Source: an optimization exercise on an open RTL-to-GDS flow (aim: small area, a short achievable clock period and few clock cycles per item). Production flows keep margins and buffers that such runs may drop. The RTL was checked by simulation tests, not by an equivalence proof against the original design. Power is estimated from default activity; no workload was simulated.

==> flow/design.v <==
package poc_pkg;
  localparam int unsigned TaskW       = 4;
  localparam int unsigned TaskNum     = 1 << TaskW;
  localparam int unsigned FieldSlots  = 10;
  localparam int unsigned FieldW      = TaskW * FieldSlots;
  localparam int unsigned MaskW       = FieldSlots;
  localparam int unsigned MaxSlots    = 16;
  localparam int unsigned SlotsDefault = 10;
  function automatic logic [TaskW-1:0] field_nibble(logic [FieldW-1:0] v, int unsigned k);
    logic [FieldW-1:0] sh;
    sh  = v >> (TaskW * k);
    field_nibble = '0;
    if (k < FieldSlots) begin
      field_nibble = sh[TaskW-1:0];
    end
  endfunction
  function automatic logic mask_bit(logic [MaskW-1:0] m, int unsigned k);
    logic [MaskW-1:0] sh;
    sh  = m >> k;
    mask_bit = 1'b0;
    if (k < MaskW) begin
      mask_bit = sh[0];
    end
  endfunction
  function automatic int unsigned pack_slots(int unsigned n);
    pack_slots = (n < FieldSlots) ? n : FieldSlots;
  endfunction
endpackage
module poc_rank (
  input  logic [9:0]        x_i,
  output logic [10:0][10:0] cnt_o
);
  localparam int unsigned N = 10;
  function automatic logic [N:0] conv(logic [N:0] a, logic [N:0] b);
    conv = '0;
    for (int s = 0; s <= N; s++) begin
      for (int x = 0; x <= s; x++) begin
        conv[s] = conv[s] | (a[x] & b[s-x]);
      end
    end
  endfunction
  function automatic logic [N:0] oh1(logic x);
    oh1 = '0;
    oh1[0] = !x;
    oh1[1] = x;
  endfunction
  logic [N:0] p01, p23, p45, p67, p89, q0, q1, q45_6;
  always_comb begin
    p01   = conv(oh1(x_i[0]), oh1(x_i[1]));
    p23   = conv(oh1(x_i[2]), oh1(x_i[3]));
    p45   = conv(oh1(x_i[4]), oh1(x_i[5]));
    p67   = conv(oh1(x_i[6]), oh1(x_i[7]));
    p89   = conv(oh1(x_i[8]), oh1(x_i[9]));
    q0    = conv(p01, p23);
    q1    = conv(p45, p67);
    q45_6 = conv(p45, oh1(x_i[6]));
    cnt_o[0]  = oh1(1'b0);
    cnt_o[1]  = oh1(x_i[0]);
    cnt_o[2]  = p01;
    cnt_o[3]  = conv(p01, oh1(x_i[2]));
    cnt_o[4]  = q0;
    cnt_o[5]  = conv(q0, oh1(x_i[4]));
    cnt_o[6]  = conv(q0, p45);
    cnt_o[7]  = conv(q0, q45_6);
    cnt_o[8]  = conv(q0, q1);
    cnt_o[9]  = conv(cnt_o[8], oh1(x_i[8]));
    cnt_o[10] = conv(cnt_o[8], p89);
  end
endmodule
module permutation_order_crossover_unit #(
  parameter int unsigned SLOTS = poc_pkg::SlotsDefault
) (
  input  logic                        clk_i,
  input  logic                        rst_ni,
  input  logic                        in_valid_i,
  output logic                        in_stall_o,
  input  logic [poc_pkg::FieldW-1:0]  donor_perm_i,
  input  logic [poc_pkg::FieldW-1:0]  receiver_perm_i,
  input  logic [poc_pkg::MaskW-1:0]   take_mask_i,
  output logic                        out_valid_o,
  input  logic                        out_stall_i,
  output logic [poc_pkg::FieldW-1:0]  child_perm_o,
  output logic                        fill_error_o
);
  localparam int unsigned N  = 10;
  localparam int unsigned TW = poc_pkg::TaskW;
  logic       advance;
  logic [1:0] valid_q;
  assign advance     = !(valid_q[1] && out_stall_i);
  assign in_stall_o  = !advance;
  assign out_valid_o = valid_q[1];
  always_ff @(posedge clk_i or negedge rst_ni) begin
    if (!rst_ni) begin
      valid_q <= '0;
    end else if (advance) begin
      valid_q <= {valid_q[0], in_valid_i};
    end
  end
  logic [N-1:0][TW-1:0] c_d;      
  logic [N-1:0][TW-1:0] r;        
  logic [N-1:0][15:1]   rh;       
  logic [15:1]          present;  
  logic [N-1:0][15:1]   seen;     
  logic [N-1:0][TW-1:0] rm_d;     
  logic [N-1:0][TW-1:0] c1_q, rm1_q;
  always_comb begin
    present = '0;
    for (int k = 0; k < N; k++) begin
      c_d[k] = take_mask_i[k] ? donor_perm_i[TW*k +: TW] : '0;
      r[k]   = receiver_perm_i[TW*k +: TW];
      for (int v = 1; v < 16; v++) begin
        rh[k][v] = (r[k] == 4'(v));
        present[v] = present[v] | (c_d[k] == 4'(v));
      end
    end
    for (int i = 0; i < N; i++) begin
      seen[i] = present;
      for (int j = 0; j < i; j++) seen[i] = seen[i] | rh[j];
      rm_d[i] = |(rh[i] & ~seen[i]) ? r[i] : '0;
    end
  end
  always_ff @(posedge clk_i) begin
    if (advance) begin
      c1_q  <= c_d;
      rm1_q <= rm_d;
    end
  end
  logic [N-1:0]         cand;
  logic [N-1:0]         empty;
  logic [N:0][N:0]      crank;    
  logic [N:0][N:0]      erank;    
  logic [N-1:0]         placed;   
  logic [N-1:0][TW-1:0] lst_d;    
  logic [N-1:0][3:0]    up_d;     
  logic                 err_d;
  logic [N-1:0][TW-1:0] c2_q, lst2_q;
  logic [N-1:0][3:0]    up2_q;
  logic                 err2_q;
  always_comb begin
    for (int i = 0; i < N; i++) begin
      cand[i]  = (rm1_q[i] != '0);
      empty[i] = (c1_q[i] == '0);
    end
  end
  poc_rank u_crank (.x_i(cand),  .cnt_o(crank));
  poc_rank u_erank (.x_i(empty), .cnt_o(erank));
  always_comb begin
    for (int e = 0; e < N; e++) begin
      placed[e] = (erank[N] >> (e+1)) != '0;
      lst_d[e]  = '0;
      for (int i = e; i < N; i++) begin
        lst_d[e] = lst_d[e] | ((placed[e] && crank[i][e]) ? rm1_q[i] : '0);
      end
      up_d[e] = '0;
      for (int k = e; k < N; k++) begin
        if (empty[k] && erank[k][e]) up_d[e] = up_d[e] | 4'(k-e);
      end
    end
    err_d = 1'b0;
    for (int n = 0; n < N; n++) begin
      if (crank[N][n] && placed[n]) err_d = 1'b1;
    end
  end
  always_ff @(posedge clk_i) begin
    if (advance) begin
      c2_q   <= c1_q;
      lst2_q <= lst_d;
      up2_q  <= up_d;
      err2_q <= err_d;
    end
  end
  logic [4:0][N-1:0][TW-1:0] x;
  logic [4:0][N-1:0][3:0]    u;
  always_comb begin
    x[4] = lst2_q;
    u[4] = up2_q;
    for (int s = 3; s >= 0; s--) begin
      for (int p = 0; p < N; p++) begin
        x[s][p] = u[s+1][p][s] ? '0 : x[s+1][p];
        u[s][p] = u[s+1][p][s] ? '0 : u[s+1][p];
        if (p >= (1 << s) && u[s+1][p-(1<<s)][s]) begin
          x[s][p] = x[s][p] | x[s+1][p-(1<<s)];
          u[s][p] = u[s][p] | u[s+1][p-(1<<s)];
        end
      end
    end
  end
  assign child_perm_o = c2_q | x[0];
  assign fill_error_o = err2_q;
endmodule
make LEC_CHECK=0 CAP_MARGIN=20 CORE_MARGIN=2 CORE_UTILIZATION=40 SETUP_SLACK_MARGIN=2.5 SLEW_MARGIN=20 finish   # period 6.0 ns
run.sh (not shown) runs the stock make flow with config.mk's settings and CLKGATE_MAP_FILE= SYNTH_SCRIPT=/design/flow/synth_recipe.tcl, a recipe that flattens the netlist after the stock synthesis.
Testbench counts at the start, summed over its fixed seeds: cycles 4,008, items 4,000.
Change:
Settings changed: SETUP_SLACK_MARGIN 2.5 to 1.5.
The changed run passed the timing, DRC and antenna checks; count of clock-buffer cells in the layout came out higher by 3; sequential power hardly moves; power came out lower by a little under a tenth; combinational power came out lower by about a fifth; setup slack got worse by 0.80 ns; routed wire length came out lower by a little under a tenth; utilization came out lower by 6.9 points.

-- re-timing with driven ports --
The results above use ideal ports. As a check the final layouts listed here were re-extracted and re-timed, cells and wires unchanged. Step 1 sets driving cells, clkbuf_16 on the clock port and buf_2 on the other inputs (assumed; they add their load-dependent delay and slew). Step 2 adds t to the input delays and takes it off the output delays; t is the mean of the earliest and latest rising clock arrival at the registers after step 1. Input paths then give back, and output paths get back, about the clock's delay inside the block. Three values: no drivers, after step 1, after step 2; two values: the first two.
run	t (ns)	setup slack, ns	worst setup path after step 2
the first run	0.481	2.413 / 2.413 / 2.026	input to register
the second run	0.485	1.611 / 1.611 / 1.166	input to register
After both steps setup and hold are still met in every run listed. For the second run, which loses most, drivers alone change the setup slack by 0.000 ns; drivers and shift together by -0.445 ns.
